This design comes from an exercise in tuning for small area on the open sky130 flow, not from production work. At most, simulation tests tie the RTL to the original design; equivalence was not proved.

==> inputs of v35 <==
Design pwm_duty_temperature_converter_top, start of the top module:
module pwm_duty_temperature_converter_top (
  input  logic               clk,
  input  logic               rst_n,
  input  logic               in_valid,
  output logic               in_stall,
  input  logic               in_pin_level,
  output logic               out_valid,
  input  logic               out_stall,
  output logic signed [14:0] out_temperature_centi,
  output logic [12:0]        out_voltage_mv,
  output logic [2:0]         out_segment,
  input  logic               cfg_valid,
  output logic               cfg_ready,
  input  logic [2:0]         cfg_index,
  input  logic [15:0]        cfg_wdata
);
Settings: LEC_CHECK=0, ABC_AREA=1, CAP_MARGIN=20, CORE_MARGIN=2, CORE_UTILIZATION=40, CTS_BUF_LIST=sky130_fd_sc_hd__clkbuf_2, CTS_CLUSTER_SIZE=20, SLEW_MARGIN=20; clock period 10.0 ns.
run.sh (not shown) runs the stock make flow with config.mk's settings and CLKGATE_MAP_FILE= SYNTH_SCRIPT=/design/flow/synth_recipe.tcl, a recipe that flattens the netlist after the stock synthesis.
==> v2: changes against v35 <==
--- a/flow/design.v
+++ b/flow/design.v
@@ -28,35 +28,35 @@
   logic [3:0]  cnt;
   logic        tph;
   logic [3:0]  p;
   logic [2:0]  wc;
   logic [15:0] wr, hr, sr;
   logic [95:0] br;
   logic [31:0] acc;
-  logic        c, dly, e, cs, ch, zc, act, cw;
+  logic        c, dly, e, cs, ch, act, cw;
   logic        sg, sd, dz, ct, clamp;
   logic [2:0]  k;
   wire wend = (p == 4'd15);
   wire lo   = ~wc[0];
   wire pend = wend & wc[0];
   wire p0   = (p == 4'd0);
   wire w0 = wr[0];
   wire h0 = hr[0];
   wire s0 = sr[0];
   wire a0 = acc[0];
   wire bA = br[0];
   wire bB = br[16] & (wc != 3'd5);
-  wire sb   = s0 & ~zc;
-  wire hb   = h0 & ~zc;
+  wire sb   = s0;
+  wire hb   = h0;
   wire snew = sb ^ cs;
   wire hnew = hb ^ ch;
   wire m_bit = tph ? M_T[cnt] : M_V[cnt];
   wire sub   = ~e;
   wire es    = sub ^ sd;
-  wire neg   = (sg ^ sd) & ~dz;
+  wire neg   = tph & (sg ^ sd) & ~dz;
   wire kmatch = (wc == k);
   wire kpass  = (wc[2:1] == k[2:1]);
   logic [12:0] base;
   always_comb begin
     case (k)
       3'd0:    base = 13'd1000;
       3'd1:    base = 13'd2000;
@@ -79,26 +79,24 @@
     init   = p0;
     ival   = 1'b0;
     acc_in = a0;
     hr_in  = h0;
     sr_in  = s0;
     case (st)
       S_CNT: begin
-        x    = snew;
-        y    = ~w0;
-        ival = 1'b1;
+        x    = w0;
+        y    = ~snew;
         if (act) begin
           sr_in = snew;
           hr_in = hnew;
         end
       end
       S_VCMP: begin
-        x    = h0;
-        y    = ~w0;
-        ival = 1'b1;
+        x    = w0;
+        y    = ~h0;
       end
       S_HORN: begin
         x    = (cnt == (tph ? 4'd10 : 4'd13) || (p0 && lo)) ? 1'b0 : dly;
         y    = m_bit & lo & (tph ? (h0 ^ sg) : (sg ? w0 : h0));
         init = p0 & lo;
         ival = tph & m_bit & sg;
         acc_in = sum;
@@ -115,44 +113,42 @@
       end
       S_TOV: begin
         x    = a0;
         y    = h0 ^ es;
         ival = es;
         if (!lo) acc_in = sum;
       end
-      S_VPK: begin
-        x    = a0 & ~wend;
-        ival = ~e;
-        if (lo) sr_in = sum;
-      end
       S_TS, S_TN, S_TD: begin
         x    = bA;
         y    = ~((st == S_TD) ? bB : h0);
         ival = (st != S_TS);
         if (st != S_TS && kmatch) hr_in = sum;
       end
       S_TC: begin
-        x    = base_b;
+        x    = tph & base_b;
         y    = (~dz & a0 & ~wend) ^ neg;
         ival = (~dz & ~e) ^ neg;
-        acc_in = lo ? sum : s0;
+        if (tph) acc_in = lo ? sum : s0;
+        else if (lo) sr_in = sum;
       end
       S_TCMP: begin
         x    = a0;
         y    = ~(kcon[p] | (p0 & ~neg));
         ival = 1'b1;
       end
-      S_TCL: begin
-        if (lo && clamp) acc_in = kcon[p];
+      S_TCL, S_RST: begin
+        hr_in = 1'b0;
+        sr_in = 1'b0;
+        if (lo && clamp && st == S_TCL) acc_in = kcon[p];
       end
       default: ;
     endcase
   end
   wire cnt_st    = (st == S_CNT);
-  wire close_now = act & cout;
+  wire close_now = act & ~cout;
   wire can_acc   = cnt_st & wend & ~cw & ~close_now;
   wire accept    = can_acc & in_valid;
   wire bmatch    = (wc + 3'd1 == cfg_index);
   wire cmatch    = (cfg_index == 3'd0) | (cfg_index == 3'd7) | bmatch;
   wire wr_w      = cnt_st & cw & (cfg_index == 3'd0);
   wire wr_b      = cnt_st & cw & bmatch;
   wire wbit      = cfg_wdata[p] | (p0 & (cfg_wdata == 16'd0));
@@ -165,55 +161,54 @@
   always_ff @(posedge clk) begin
     wr  <= {(st == S_RST) ? W_RST[p] : (wr_w ? wbit : w0), wr[15:1]};
     br  <= {(st == S_RST) ? BX_RST[{wc, p}] : (wr_b ? cfg_wdata[p] : bA), br[95:1]};
     hr  <= {hr_in, hr[15:1]};
     sr  <= {sr_in, sr[15:1]};
     dly <= a0;
     c   <= cout;
+    cs  <= accept | (sb & cs);
+    ch  <= accept ? in_pin_level : (hb & ch);
   end
   always_ff @(posedge clk) begin
-    if (st != S_DISP) acc <= {acc_in, acc[31:1]};
+    acc[31:29] <= {acc_in, acc[31:30]};
+    acc[15]    <= acc[16];
+    if (st != S_DISP) begin
+      acc[28:16] <= acc[29:17];
+      acc[14:0]  <= acc[15:1];
+    end
   end
   always_ff @(posedge clk) begin
     if (!rst_n) begin
       st  <= S_RST;
       p   <= 4'd0;
       wc  <= 3'd0;
-      zc  <= 1'b1;
       act <= 1'b0;
       cw  <= 1'b0;
       tph <= 1'b0;
     end else begin
       p <= p + 4'd1;
       if (wend) wc <= (wc == 3'd5) ? 3'd0 : wc + 3'd1;
       case (st)
         S_RST: if (wend && wc == 3'd5) st <= S_CNT;
         S_CNT: begin
           if (wend) begin
             act <= accept;
-            if (act) zc <= cout;
             if (close_now) begin
               st  <= S_VCMP;
               tph <= 1'b0;
             end
             if (cw && cmatch) cw <= 1'b0;
             else if (cfg_valid && !close_now) cw <= 1'b1;
           end
-          if (accept) begin
-            cs <= 1'b1;
-            ch <= in_pin_level;
-          end else if (act) begin
-            cs <= sb & cs;
-            ch <= hb & ch;
-          end
         end
         S_VCMP: begin
           e  <= 1'b0;
           sd <= 1'b0;
-          if (wend) sg <= cout;
+          dz <= 1'b0;
+          if (wend) sg <= ~cout;
           if (pend) begin
             st  <= S_HORN;
             cnt <= 4'd13;
           end
         end
         S_HORN: if (pend) begin
           cnt <= cnt - 4'd1;
@@ -221,19 +216,15 @@
             st  <= tph ? S_TD : S_DIV;
             cnt <= 4'd15;
           end
         end
         S_DIV: if (pend) begin
           e   <= a0 ^ sub ^ cout;
           cnt <= cnt - 4'd1;
-          if (cnt == 4'd0) st <= tph ? S_TC : S_VPK;
-        end
-        S_VPK: if (pend) begin
-          st  <= S_TSW;
-          tph <= 1'b1;
+          if (cnt == 4'd0) st <= S_TC;
         end
         S_TSW: begin
           k <= 3'd5;
           if (pend && wc == 3'd5) st <= S_TS;
         end
         S_TS: begin
           if (wend && wc != 3'd0 && !cout && k == 3'd5) k <= wc - 3'd1;
@@ -256,15 +247,18 @@
           e     <= ~cout;
           clamp <= cout;
           st    <= S_DIV;
           cnt   <= 4'd15;
         end
         S_TC: begin
           if (wend && lo) ct <= cout;
-          if (pend) st <= S_TCMP;
+          if (pend) begin
+            st  <= tph ? S_TCMP : S_TSW;
+            tph <= 1'b1;
+          end
         end
         S_TCMP: begin
           if (wend && lo)
             clamp <= (clamp & ~dz) | (neg ? (~ct & ~cout) : (ct | cout));
           if (pend) st <= S_TCL;
         end
         S_TCL: if (pend) st <= S_DISP;
==> flow/flow/run.sh (new file) <==
#!/bin/bash
set -euo pipefail
HERE=$(cd "$(dirname "$0")" && pwd)
export POST_FLOORPLAN_TCL="$HERE/downsize.tcl"
export BUFFER_PORTS_ARGS="-buffer_cell sky130_fd_sc_hd__buf_1"
export CTS_ARGS="-sink_clustering_enable -repair_clock_nets -buf_list sky130_fd_sc_hd__clkbuf_4 -sink_clustering_size 10 -sink_clustering_max_diameter 30 -dont_use_dummy_load"
bash standard.sh > standard.log 2>&1
==> flow/flow/downsize.tcl (new file) <==
# Swap every logic cell that synthesis sized up for the smallest cell of the
# same function (drive strength _0 or _1); timing has ample slack at 10 ns.
set db [ord::get_db]
set n 0
foreach inst [[ord::get_db_block] getInsts] {
  set name [[$inst getMaster] getName]
  if {![regexp {^(sky130_fd_sc_hd__[a-z0-9]+)_([0-9]+)$} $name -> base size]} { continue }
  if {[regexp {df|dl|clk|buf|tap|fill|decap|conb|diode} $base]} { continue }
  set best [$inst getMaster]
  set barea [expr {[$best getWidth] * [$best getHeight]}]
  foreach s {0 1} {
    set m [$db findMaster ${base}_$s]
    if {$m == "NULL"} { continue }
    set a [expr {[$m getWidth] * [$m getHeight]}]
    if {$a < $barea} { set best $m; set barea $a }
  }
  if {[$best getName] != $name} { $inst swapMaster $best; incr n }
}
puts "downsize.tcl: swapped $n cells"
==> flow/standard.sh (new file) <==
#!/bin/bash
# synth_recipe.tcl (not shown) runs the flow's synth.tcl, then flattens the netlist and writes it again
# the make line also repeats each setting of config.mk as NAME=value (left out here)
make -C /OpenROAD-flow-scripts/flow DESIGN_CONFIG=/design/flow/config.mk WORK_HOME=/design/flow/orfs CLKGATE_MAP_FILE= SYNTH_SCRIPT=/design/flow/synth_recipe.tcl "${@:-finish}"
- CTS_BUF_LIST: sky130_fd_sc_hd__clkbuf_2 -> default
- CTS_CLUSTER_SIZE: 20 -> default
removed: flow/run.sh
==> flow_summary.yaml <==
timing:
  fin_worst_skew_ns: 0.0856
logic_synthesis:
  synth_top_cell_area_share_pct: 45.9
  synth.cell_area_um2: 7250
hold_path:
  hold_end: "hr[1]$_DFF_P_"
power_and_ir_drop:
  intPower_mw: 1.41
  p_switching_mw: 0.591
final_layout:
  design.seq.count: 207
  final_cell_area_um2: 7600
  area_growth_syn_to_layout_pct: 4.94
grt:
  use_met1_pct: 21.6
  grt_pass1_wl_mm: 23.6
die:
  core_area_um2: 17800
critical_path:
  slowest_delay_ns: 0.61
run_status:
  outcome: "complete, no violations"
clock_tree:
  clock-root-buffer: "clkbuf_4"
[end of results for v2]
==> flow_summary.yaml <==
run_status:
  outcome: "complete, no violations"
logic_synthesis:
  synth.cell_area_um2: 7390
  synth_top_cell_area_share_pct: 43.6
final_layout:
  final_cell_area_um2: 8420
  design.seq.count: 208
  area_growth_syn_to_layout_pct: 13.9
timing:
  fin_crit_sh_pct: 64.7
  fin_worst_skew_ns: 0.0371
critical_path:
  slowest_delay_ns: 0.71
clock_tree:
  insertion_delay_ns: 0.75
  clock-root-buffer: "clkbuf_2"
die:
  core_area_um2: 18000
[end of results for v35]
No functional check of the RTL was part of v35.

## static timing again, ports no longer ideal
Ports are ideal in the flow. The routed layouts listed here were re-timed in OpenROAD.
Step 1 assumes that a clkbuf_16 drives the clock port and a buf_2 every other input.
Step 2 times the ports against the registers' clock, not the clock port: input delays grow and output delays shrink by t, the midpoint of the rising clock arrivals with the driver on.
Three values: ideal, step 1, step 2; two values: the first two.
| run | shift t [ns] | setup WS [ns] | hold slack, ns | pins driven straight from the clock port |
|---|---|---|---|---|
| v35 | 0.764 | 3.527 / 3.492 / 4.256 | 0.309 / 0.309 / 0.309 | 1 |
| v2 | 0.595 | 4.134 / 4.104 / 4.699 | 0.284 / 0.284 / 0.284 | 1 |
After both steps every run listed still meets setup and hold.
